Context: an optimization exercise on an open-source flow, tuned for small area. The choices shown serve that exercise and are no tape-out recipe.
Function was checked by simulation only, so behaviour that the tests miss may differ from the original.
No activity file was given, so power comes from the tool's default toggle rates.

==> module char_pool, before the edit <==
module char_pool (
	input  logic       clk,
	input  logic       arst_n,
	input  logic       run,
	input  logic       frame_tick,
	input  logic       spawn_tick,
	input  logic       letter_press,
	input  logic [4:0] letter_code,
	input  logic       enter_finish,
	input  logic [2:0] slot_sel,
	output logic       slot_valid,
	output logic [11:0] slot_x,
	output logic [11:0] slot_y,
	output logic [7:0] slot_text,
	output logic [1:0] slot_color,
	output logic       hit_pulse,
	output logic       miss_pulse
);
	localparam int N = 8;
	logic [1:0] kind [N];
	logic [2:0] sub  [N];
	logic [5:0] col  [N];
	logic [4:0] code [N];
	logic [8:0] row  [N];
	logic [31:0] l0;
	logic [5:0]  l1;
	logic [1:0]  l2;
	logic        lfsr_step;
	logic [4:0]  rand_code;
	logic [N-1:0] valid;
	logic [3:0] scan_step;
	logic       judge_step;
	logic [2:0] idx;
	logic [8:0] dec;
	logic [4:0] pend_code;
	logic [4:0] cur_code;
	logic       best_found;
	logic [2:0] best_idx;
	logic [8:0] best_y;
	logic [2:0] m_st;
	logic [8:0] m_row;
	logic [4:0] m_code;
	logic       m_white;
	logic       cand;
	logic       bound_hit;
	logic       in_band;
	logic       judge;
	assign lfsr_step = spawn_tick && !enter_finish;
	assign rand_code = (l0[4:0] < 5'd26) ? l0[4:0] + 5'd1 : l0[4:0] - 5'd25;
	always_ff @(posedge clk or negedge arst_n) begin
		if (!arst_n) begin
			l0 <= 32'h938ab4e1;
			l1 <= 6'(32'h2a912bdf);
			l2 <= 2'(32'hea57d2ac);
		end else if (lfsr_step) begin
			l0 <= {l0[22] ^ l0[2] ^ l0[1] ^ l0[0], l0[31:1]};
			l1 <= {l0[0] ^ l0[2] ^ l0[7] ^ l0[8] ^ l0[10] ^ l0[14] ^ l0[15] ^ l0[26] ^ l0[30] ^ l1[1] ^ l2[0], l1[5:1]};
			l2 <= {l0[2] ^ l0[3] ^ l0[12] ^ l0[13] ^ l0[16] ^ l0[17] ^ l0[18] ^ l0[20] ^ l0[26] ^ l0[27] ^ l0[31] ^ l1[4], l2[1]};
		end
	end
	logic [N-1:0] first_free;
	always_comb begin
		for (int i = 0; i < N; i++)
			valid[i] = (kind[i] != 2'b00) || sub[i][2];
		for (int i = 0; i < N; i++)
			first_free[i] = !valid[i] && ((valid & ((N)'(1) << i) - 1'b1) == ((N)'(1) << i) - 1'b1);
	end
	assign judge_step = scan_step[3];
	assign idx        = judge_step ? best_idx : scan_step[2:0];
	always_comb
		for (int k = 0; k < 9; k++)
			dec[k] = (scan_step == 4'(k));
	logic [N-1:0] isel;
	always_comb begin
		m_st = '0; m_row = '0; m_code = '0;
		for (int i = 0; i < N; i++) begin
			isel[i] = (idx == 3'(i));
			m_st   = m_st   | ({kind[i], sub[i][2]} & {3{isel[i]}});
			m_row  = m_row  | (row[i]  & {9{isel[i]}});
			m_code = m_code | (code[i] & {5{isel[i]}});
		end
	end
	assign m_white = (m_st == 3'b001);
	assign cand = run && !judge_step && m_white && (m_code == cur_code) &&
		(m_row < 9'(400)) && (!best_found || (m_row > best_y));
	assign bound_hit = run && !judge_step && m_white && (m_row >= 9'(400));
	assign in_band   = (m_row >= 9'(320)) && (m_row < 9'(400));
	assign judge     = run && judge_step && best_found;
	assign hit_pulse  = judge && in_band;
	assign miss_pulse = bound_hit || (judge && !in_band);
	always_ff @(posedge clk or negedge arst_n) begin
		if (!arst_n) begin
			scan_step  <= '0;
			pend_code  <= '0;
			cur_code   <= '0;
			best_found <= 1'b0;
		end else if (enter_finish) begin
			scan_step  <= '0;
			pend_code  <= '0;
			cur_code   <= '0;
			best_found <= 1'b0;
		end else if (run) begin
			if (letter_press)
				pend_code <= letter_code;
			if (cand)
				best_found <= 1'b1;
			if (judge_step) begin
				cur_code   <= letter_press ? letter_code : pend_code;
				pend_code  <= '0;
				best_found <= 1'b0;
				scan_step  <= '0;
			end else begin
				scan_step <= scan_step + 1'b1;
			end
		end
	end
	always_ff @(posedge clk) begin
		if (cand) begin
			best_idx <= idx;
			best_y   <= m_row;
		end
	end
	for (genvar i = 0; i < N; i++) begin : g_slot
		logic sel, spawn_here, mark, fade_ev, colored, white;
		assign sel        = isel[i];
		assign spawn_here = spawn_tick && first_free[i];
		assign mark       = sel && (bound_hit || judge);
		assign colored    = (kind[i] != 2'b00);
		assign white      = !colored && sub[i][2];
		assign fade_ev    = run && colored && (kind[i][1] ? dec[3] : dec[(i + 4) % 9]);
		always_ff @(posedge clk or negedge arst_n) begin
			if (!arst_n) begin
				kind[i]   <= 2'b00;
				sub[i][2] <= 1'b0;
			end else if (enter_finish) begin
				kind[i]   <= 2'b00;
				sub[i][2] <= 1'b0;
			end else if (spawn_here) begin
				sub[i][2] <= 1'b1;
			end else if (mark) begin
				kind[i]   <= !judge ? 2'b01 : in_band ? 2'b11 : 2'b10;
				sub[i][2] <= 1'b0;
			end else if (fade_ev) begin
				if (sub[i] == 3'b110) begin
					kind[i]   <= 2'b00;
					sub[i][2] <= 1'b0;
				end else
					sub[i][2] <= sub[i][1];
			end
		end
		always_ff @(posedge clk) begin
			if (spawn_here) begin
				col[i]       <= l1;
				code[i]      <= rand_code;
				sub[i][1:0]  <= l2;
				row[i]       <= '0;
			end else begin
				if (frame_tick && white)
					row[i] <= row[i] + 9'(sub[i][1:0]) + 9'd1;
				if (mark)
					sub[i][1:0] <= 2'd0;
				else if (fade_ev)
					sub[i][1:0] <= {sub[i][0], !sub[i][2]};
			end
		end
	end
	logic [N-1:0] rsel;
	logic [2:0] r_st;
	logic [5:0] r_col;
	logic [8:0] r_row;
	logic [4:0] r_code;
	always_comb begin
		r_st = '0; r_col = '0; r_row = '0; r_code = '0;
		for (int i = 0; i < N; i++) begin
			rsel[i] = (slot_sel == 3'(i));
			r_st   = r_st   | ({kind[i], sub[i][2]} & {3{rsel[i]}});
			r_col  = r_col  | (col[i]  & {6{rsel[i]}});
			r_row  = r_row  | (row[i]  & {9{rsel[i]}});
			r_code = r_code | (code[i] & {5{rsel[i]}});
		end
		slot_valid = |r_st;
		slot_color = {r_st[2] & r_st[1], r_st[2] ^ r_st[1]};
		slot_x     = {2'b00, 7'(r_col) + 7'(15), 3'b000};
		slot_y     = {3'b000, r_row};
		slot_text  = {3'b010, r_code};
	end
endmodule
export LEC_CHECK = 0
export CAP_MARGIN = 20
export CORE_MARGIN = 2
export CORE_UTILIZATION = 40
export SLEW_MARGIN = 20
create_clock -name core_clock -period 10.0 [get_ports {clk}]
standard.sh (not shown) runs the stock make flow with config.mk's settings and CLKGATE_MAP_FILE= SYNTH_SCRIPT=/design/flow/synth_recipe.tcl, a recipe that flattens the netlist after the stock synthesis.
==> flow/flow/run.sh <==
#!/bin/bash
# The standard layout (standard.sh) with three changes:
#  - synthesis: synth_recipe.tcl as is, but ABC maps for area (flow/area.abc);
#  - clock tree: no dummy loads, small clock buffers in small clusters;
#  - ports: buffered with the smallest buffer.
# Each ORFS step keeps its own log under orfs/logs; make's output goes to
# standard.log.
set -euo pipefail
here=$(pwd)
export FLOW_AREA_ABC=$here/flow/area.abc
export FLOW_SYNTH_TCL=$here/synth_recipe.tcl
export CTS_ARGS="-sink_clustering_enable -repair_clock_nets -sink_clustering_size 8 -sink_clustering_max_diameter 50 -buf_list sky130_fd_sc_hd__clkbuf_4 -dont_use_dummy_load"
export BUFFER_PORTS_ARGS="-buffer_cell sky130_fd_sc_hd__buf_1"
sed "s#SYNTH_SCRIPT=[^ ]*#SYNTH_SCRIPT=$here/flow/synth_area.tcl#" standard.sh > standard_area.sh
grep -q "SYNTH_SCRIPT=$here/flow/synth_area.tcl" standard_area.sh
bash standard_area.sh > standard.log 2>&1
==> flow/flow/area.abc <==
strash
&get -n
&fraig -x
&put
scorr
dc2
strash
&get -n
&dch -f
&nf -R 1000 -p
&put
==> flow/flow/synth_area.tcl <==
# The standard synthesis script (synth_recipe.tcl, unchanged), with only the
# ABC script of the technology-mapping step swapped for an area-oriented one.
# Flip-flops are mapped before ABC runs, so the registers are the standard ones.
proc abc {args} {
  set i [lsearch -exact $args -script]
  if { $i >= 0 } { lset args [expr {$i + 1}] $::env(FLOW_AREA_ABC) }
  yosys abc {*}$args
}
source $::env(FLOW_SYNTH_TCL)
The baseline passed the timing, DRC and antenna checks.
Change:
--- a/flow/design.v
+++ b/flow/design.v
@@ -129,10 +129,12 @@
 	logic [5:0]  l1;
 	logic [1:0]  l2;
 	logic        lfsr_step;
 	logic [4:0]  rand_code;
 	logic [N-1:0] valid;
+	logic         free_found;
+	logic [2:0]   free_idx;
 	logic [3:0] scan_step;
 	logic       judge_step;
 	logic [2:0] idx;
 	logic [8:0] dec;
 	logic [4:0] pend_code;
@@ -159,16 +161,20 @@
 			l0 <= {l0[22] ^ l0[2] ^ l0[1] ^ l0[0], l0[31:1]};
 			l1 <= {l0[0] ^ l0[2] ^ l0[7] ^ l0[8] ^ l0[10] ^ l0[14] ^ l0[15] ^ l0[26] ^ l0[30] ^ l1[1] ^ l2[0], l1[5:1]};
 			l2 <= {l0[2] ^ l0[3] ^ l0[12] ^ l0[13] ^ l0[16] ^ l0[17] ^ l0[18] ^ l0[20] ^ l0[26] ^ l0[27] ^ l0[31] ^ l1[4], l2[1]};
 		end
 	end
-	logic [N-1:0] first_free;
 	always_comb begin
-		for (int i = 0; i < N; i++)
+		free_found = 1'b0;
+		free_idx   = '0;
+		for (int i = N - 1; i >= 0; i--) begin
 			valid[i] = (kind[i] != 2'b00) || sub[i][2];
-		for (int i = 0; i < N; i++)
-			first_free[i] = !valid[i] && ((valid & ((N)'(1) << i) - 1'b1) == ((N)'(1) << i) - 1'b1);
+			if (!valid[i]) begin
+				free_found = 1'b1;
+				free_idx   = 3'(i);
+			end
+		end
 	end
 	assign judge_step = scan_step[3];
 	assign idx        = judge_step ? best_idx : scan_step[2:0];
 	always_comb
 		for (int k = 0; k < 9; k++)
@@ -224,11 +230,11 @@
 		end
 	end
 	for (genvar i = 0; i < N; i++) begin : g_slot
 		logic sel, spawn_here, mark, fade_ev, colored, white;
 		assign sel        = isel[i];
-		assign spawn_here = spawn_tick && first_free[i];
+		assign spawn_here = spawn_tick && free_found && (free_idx == 3'(i));
 		assign mark       = sel && (bound_hit || judge);
 		assign colored    = (kind[i] != 2'b00);
 		assign white      = !colored && sub[i][2];
 		assign fade_ev    = run && colored && (kind[i][1] ? dec[3] : dec[(i + 4) % 9]);
 		always_ff @(posedge clk or negedge arst_n) begin
@@ -242,15 +248,15 @@
 				sub[i][2] <= 1'b1;
 			end else if (mark) begin
 				kind[i]   <= !judge ? 2'b01 : in_band ? 2'b11 : 2'b10;
 				sub[i][2] <= 1'b0;
 			end else if (fade_ev) begin
-				if (sub[i] == 3'b110) begin
+				if (sub[i] == 3'd4) begin
 					kind[i]   <= 2'b00;
 					sub[i][2] <= 1'b0;
 				end else
-					sub[i][2] <= sub[i][1];
+					sub[i][2] <= sub[i][1] & sub[i][0];
 			end
 		end
 		always_ff @(posedge clk) begin
 			if (spawn_here) begin
 				col[i]       <= l1;
@@ -261,11 +267,11 @@
 				if (frame_tick && white)
 					row[i] <= row[i] + 9'(sub[i][1:0]) + 9'd1;
 				if (mark)
 					sub[i][1:0] <= 2'd0;
 				else if (fade_ev)
-					sub[i][1:0] <= {sub[i][0], !sub[i][2]};
+					sub[i][1:0] <= sub[i][1:0] + 1'b1;
 			end
 		end
 	end
 	logic [N-1:0] rsel;
 	logic [2:0] r_st;
After rerunning:
- sequential cell count does not change
- cell count went down by a few percent
- die area is higher slightly
- final area rises slightly
- worst hold slack degrades by 0.013 ns
- total power fell slightly
- wire length fell slightly
- sequential power hardly moves
- combinational power came out lower by a few percent
- critical path depth climbs by 1
- utilization goes up by 0.24 points

re-timing with driven ports:
How much do the figures lean on ideal ports? The routed layouts below were timed once more, with nothing changed but the port constraints.
Step 1, drivers: a clkbuf_16 drives clk and a buf_2 each remaining input, both assumed.
Step 2 also shifts input and output timing later by t, the mid clock arrival at the registers, as if the neighbouring blocks saw the same clock.
Three values: ideal ports, drivers, drivers and shift; two values: the first two.
| run | shift t [ns] | setup slack, ns | worst setup path at the end |
|---|---|---|---|
| the first run | 0.791 | 3.986 / 3.961 / 3.961 | input to output |
| the second run | 0.799 | 3.857 / 3.834 / 3.834 | input to output |
After both steps setup and hold are still met in every run listed. The setup slack of the first run, which loses most, moves by -0.025 ns with the drivers and by -0.025 ns with both steps.
